What follows belongs to an exercise in optimizing a design on an open flow for small area and a short achievable clock period; a production flow would make more cautious choices.
Function was checked by simulation only, so behaviour that the tests miss may differ from the original.
Power figures rest on the tool's default switching activity, not on a simulated workload.

Setup of v31:
==> flow/design.v <==
module mem_responder #(
    parameter int ADDR_WIDTH  = 16,
    parameter int DEPTH_WORDS = 256,
    parameter int LATENCY     = 3
) (
    input  logic                  clk,
    input  logic                  rst_n,
    input  logic                  mem_read,
    input  logic                  mem_write,
    input  logic [1:0]            mem_byte_enable,
    input  logic [ADDR_WIDTH-1:0] mem_address,
    input  logic [15:0]           mem_wdata,
    output logic [15:0]           mem_rdata,
    output logic                  mem_resp,
    output logic                  protocol_err
);
    localparam int RN = 4;      
    localparam int RL = 64;     
    localparam int NT = 22;     
    typedef enum logic [1:0] {IDLE, WAIT, RESP} state_t;
    state_t      state;
    logic [1:0]  cnt;
    logic        lat_read;
    logic        lat_write;
    logic [7:0]  lat_idx;
    logic [15:0] lat_wdata;
    logic [1:0]  lat_be;
    logic        resp_prev;
    logic [15:0] ring [RN][RL];
    logic [5:0]  phase;         
    logic [5:0]  rslot;         
    logic        p_valid;       
    logic [1:0]  p_ring;
    logic [5:0]  p_slot;        
    logic [15:0] p_data;
    logic [1:0]  p_be;
    logic [15:0] cap;           
    logic        req_any;
    logic [7:0]  req_idx;
    logic        retrigger;
    logic        acc_go;
    assign req_idx = mem_address[8:1];
    assign req_any = mem_read | mem_write;
    assign retrigger = resp_prev
                       && (mem_read == lat_read) && (mem_write == lat_write)
                       && (req_idx == lat_idx) && (mem_wdata == lat_wdata)
                       && (mem_byte_enable == lat_be);
    logic at_end;
    assign at_end = (state == WAIT) && (cnt == 2'd0);
    assign acc_go = at_end && req_any;
    logic [RN-1:0] rsel;
    logic [NT-1:0] tsel;
    logic          at_tap;
    logic [15:0]   tapval;
    always_comb begin
        tapval = '0;
        for (int r = 0; r < RN; r++)
            for (int j = 0; j < NT; j++)
                tapval = tapval | ({16{rsel[r] & tsel[j]}} & (ring[r][3 * j] ^ {16{1'((3 * j) >> 2)}}));
    end
    logic        byp;
    logic [15:0] rd_raw, rd_m;
    assign byp    = p_valid && (p_ring == lat_idx[7:6]) && (p_slot == rslot);
    assign rd_raw = at_tap ? tapval : cap;
    assign rd_m[7:0]  = (byp && p_be[0]) ? p_data[7:0]  : rd_raw[7:0];
    assign rd_m[15:8] = (byp && p_be[1]) ? p_data[15:8] : rd_raw[15:8];
    logic        p_commit;
    assign p_commit = p_valid && (p_slot[1:0] == 2'b11);
    always_ff @(posedge clk) begin
        for (int r = 0; r < RN; r++) begin
            for (int s = 0; s < RL; s++) begin
                if ((s % 4) == 0) begin
                    if (p_commit && p_ring == r[1:0]
                            && p_slot[5:2] == 4'(((s + RL - 1) % RL) / 4)) begin
                        ring[r][s][7:0]  <= ~(p_be[0] ? (p_data[7:0]  ^ {8{1'(((s + RL - 1) % RL) >> 2)}})
                                                      : ring[r][(s + RL - 1) % RL][7:0]);
                        ring[r][s][15:8] <= ~(p_be[1] ? (p_data[15:8] ^ {8{1'(((s + RL - 1) % RL) >> 2)}})
                                                      : ring[r][(s + RL - 1) % RL][15:8]);
                    end else begin
                        ring[r][s] <= ~ring[r][(s + RL - 1) % RL];
                    end
                end else begin
                    ring[r][s] <= ring[r][(s + RL - 1) % RL];
                end
            end
        end
    end
    logic       accept;
    logic [5:0] rslot_next;
    assign accept     = (state == IDLE);
    assign rslot_next = accept ? (mem_address[6:1] + phase) : (rslot + 6'd1);
    logic [2:0]    a_hi, a_lo;
    logic [7:0]    lo_hit, hi_hit;
    logic          lo_carry;
    logic [NT-1:0] tsel_next;
    logic          tsel_any;
    assign a_hi = mem_address[6:4];
    assign a_lo = mem_address[3:1];
    always_comb begin
        lo_carry = ({1'b0, a_lo} + {1'b0, phase[2:0]}) > 4'd7;
        for (int k = 0; k < 8; k++) begin
            lo_hit[k] = (a_lo == 3'(k - phase[2:0]));
            hi_hit[k] = lo_carry ? (a_hi == 3'(k - phase[5:3] - 1)) : (a_hi == 3'(k - phase[5:3]));
        end
        for (int j = 0; j < NT; j++) begin
            if (accept) tsel_next[j] = lo_hit[(3 * j) % 8] & hi_hit[(3 * j) / 8];
            else        tsel_next[j] = (rslot + 6'd1) == 6'(3 * j);
        end
        tsel_any = |tsel_next;
    end
    always_ff @(posedge clk) begin
        phase <= phase + 6'd1;
        cap   <= rd_m;
        rslot <= rslot_next;
        tsel  <= tsel_next;
        at_tap <= tsel_any;
        if (accept)
            for (int r = 0; r < RN; r++) rsel[r] <= (mem_address[8:7] == r[1:0]);
        p_valid <= (acc_go && lat_write) || (p_valid && !p_commit);
        if (at_end) begin
            p_ring  <= lat_idx[7:6];
            p_slot  <= rslot + 6'd1;
            p_data  <= lat_wdata;
            p_be    <= lat_be;
        end else begin
            p_slot <= p_slot + 6'd1;
        end
    end
    always_ff @(posedge clk or negedge rst_n) begin
        if (!rst_n) begin
            state        <= IDLE;
            cnt          <= '0;
            lat_read     <= 1'b0;
            lat_write    <= 1'b0;
            lat_idx      <= '0;
            lat_wdata    <= '0;
            lat_be       <= '0;
            resp_prev    <= 1'b0;
            mem_resp     <= 1'b0;
            mem_rdata    <= '0;
            protocol_err <= 1'b0;
        end else begin
            resp_prev <= mem_resp;
            mem_resp  <= acc_go;
            if (acc_go && !lat_write) begin
                mem_rdata <= rd_m;
            end
            case (state)
                IDLE: begin
                    lat_read  <= mem_read;
                    lat_write <= mem_write;
                    lat_idx   <= req_idx;
                    lat_wdata <= mem_wdata;
                    lat_be    <= mem_byte_enable;
                    cnt       <= 2'd2;
                    if (req_any) begin
                        if ((mem_read && mem_write) || retrigger) begin
                            protocol_err <= 1'b1;
                        end
                        state <= WAIT;
                    end
                end
                WAIT: begin
                    if (!req_any) begin
                        state <= IDLE;
                    end else if (cnt == '0) begin
                        state <= RESP;
                    end else begin
                        cnt <= cnt - 1'b1;
                    end
                end
                RESP: begin
                    state <= IDLE;
                end
                default: begin
                    state <= IDLE;
                end
            endcase
        end
    end
endmodule
export LEC_CHECK = 0
export CAP_MARGIN = 10
export CORE_MARGIN = 2
export CORE_UTILIZATION = 60
export CTS_CLUSTER_DIAMETER = 100
export CTS_CLUSTER_SIZE = 25
export SLEW_MARGIN = 15
create_clock -name core_clock -period 10.0 [get_ports {clk}]
standard.sh (not shown) runs the stock make flow with config.mk's settings and CLKGATE_MAP_FILE= SYNTH_SCRIPT=/design/flow/synth_recipe.tcl, a recipe that flattens the netlist after the stock synthesis.
==> flow/flow/run.sh <==
#!/bin/bash
set -euo pipefail
bash standard.sh SETUP_SLACK_MARGIN=6.5 finish > standard.log 2>&1
For v51, these inputs were changed with respect to v31:
- swapping 10 for 20 in CAP_MARGIN
- swapping 15 for 55 in SLEW_MARGIN
==> flow/run.sh (new file) <==
#!/bin/bash
# synth_recipe.tcl (not shown) runs the flow's synth.tcl, then flattens the netlist and writes it again
# the make line also repeats each setting of config.mk as NAME=value (left out here)
make -C /OpenROAD-flow-scripts/flow DESIGN_CONFIG=/design/flow/config.mk WORK_HOME=/design/flow/orfs CLKGATE_MAP_FILE= SYNTH_SCRIPT=/design/flow/synth_recipe.tcl finish
removed: flow/flow/run.sh
removed: flow/standard.sh
## What came out
The total power of v51 and that of v31 are within noise of each other. The fraction of the cycle the final worst path needs of v51 is higher than that of v31. Going from v31 to v51, delay of the slowest cell on the worst path up 0.20 ns, placer congestion estimate up 0.0097. Taking v31 as the reference point, the worst hold-check slack of v51 rises by 0.010 ns. v51 vs v31 — cell count dropped 44. The via density per instance in v51 was lower than what v31 gave. v51 vs v31, startpoint of the worst setup timing path: tsel[5]$_DFF_P_ vs rsel[1]$_DFFE_PP_.
For v24, these inputs were changed with respect to v51:
==> flow/flow/run.sh (new file) <==
#!/bin/bash
set -euo pipefail
bash standard.sh SETUP_SLACK_MARGIN=6.8 finish > standard.log 2>&1
==> flow/standard.sh (new file) <==
#!/bin/bash
# synth_recipe.tcl (not shown) runs the flow's synth.tcl, then flattens the netlist and writes it again
# the make line also repeats each setting of config.mk as NAME=value (left out here)
make -C /OpenROAD-flow-scripts/flow DESIGN_CONFIG=/design/flow/config.mk WORK_HOME=/design/flow/orfs CLKGATE_MAP_FILE= SYNTH_SCRIPT=/design/flow/synth_recipe.tcl "${@:-finish}"
removed: flow/run.sh
Results
Compared with v51, placement density in the core of v24 is higher.
Diff v51 -> v24: global-route met3 utilization +2.0 points; clock skew +0.011 ns.
v24 against v51: global-route wire length before repair now larger, clock network fraction of design power has decreased.
Relative to v24, the following input files were edited for v30:
- changing CAP_MARGIN from 20 to 10
- changing SLEW_MARGIN from 55 to 15
- changing CORE_UTILIZATION from 60 to 70
==> flow/flow/run.sh <==
#!/bin/bash
set -euo pipefail
bash standard.sh SETUP_SLACK_MARGIN=6.5 finish > standard.log 2>&1
Notes after the runs:
- Out of v30 and v24, the only run to close with the timing, design-rule and antenna checks passing was v24.
- [compare] base=v24 new=v30: non-clock buffer contribution to total cell area now sits lower; setup slack of the critical path after layout now sits lower; design area now sits lower.
> inputs changed (v30 -> v55)
- SLEW_MARGIN changed from 15 to 10
- CORE_UTILIZATION changed from 70 to 60
==> flow/flow/run.sh <==
#!/bin/bash
set -euo pipefail
bash standard.sh SETUP_SLACK_MARGIN=6.6 finish > standard.log 2>&1
Results
v55 went all the way through the flow, and no timing, DRC or antenna check failed. Number of standard cells in the layout, taps in and fillers out | v55 above v30. v55 — shortest period the worst path allows 0.15 ns lower, v30 as reference. Compared to v30, v55 has met1 wire length 14% higher. v55 vs v30 on number of tap cells added at floorplan: v55 is the higher one. Switching share of power delta (v55 -> v30): insignificant. Routed wire in v55 totals more than in v30. v30 -> v55: number of nets with antenna violations after routing delta 0, exact match. Run comparison: v30 end point of the critical path mem_rdata[8]$_DFFE_PN0P_; v55 end point of the critical path mem_rdata[3]$_DFFE_PN0P_. Final sequential cell count came out exactly the same in v30 and v55.

-- what the ideal ports hide --
In the flow no input, the clock included, has a driving cell. The finished layouts below were timed again as built, in two steps. Step 1 (the two cells are an assumption about what drives the block):
set clk [get_ports {clk}]
set_driving_cell -lib_cell sky130_fd_sc_hd__clkbuf_16 $clk
set_driving_cell -lib_cell sky130_fd_sc_hd__buf_2 [delete_from_list [all_inputs] $clk]
Step 2 moves the port delays by t, midway between the first and last clock arrival at a register: inputs arrive t later, outputs are due t later. That takes back most of the time a late clock gives input paths. Three values: ideal, step 1, step 2; two values: the first two.
run | t (ns) | setup WS [ns] | worst data-port slew with drivers (ns)
v31 | 0.968 | 6.382 / 6.382 / 5.571 | 0.07
v51 | 0.942 | 5.229 / 5.229 / 4.490 | 0.07
v24 | 0.976 | 6.434 / 6.434 / 5.680 | 0.07
v30 | 0.935 | 6.246 / 6.246 / 5.508 | 0.06
v55 | 0.943 | 6.401 / 6.401 / 5.648 | 0.08
For v31, which loses most, drivers alone change the setup slack by 0.000 ns; drivers and shift together by -0.811 ns.
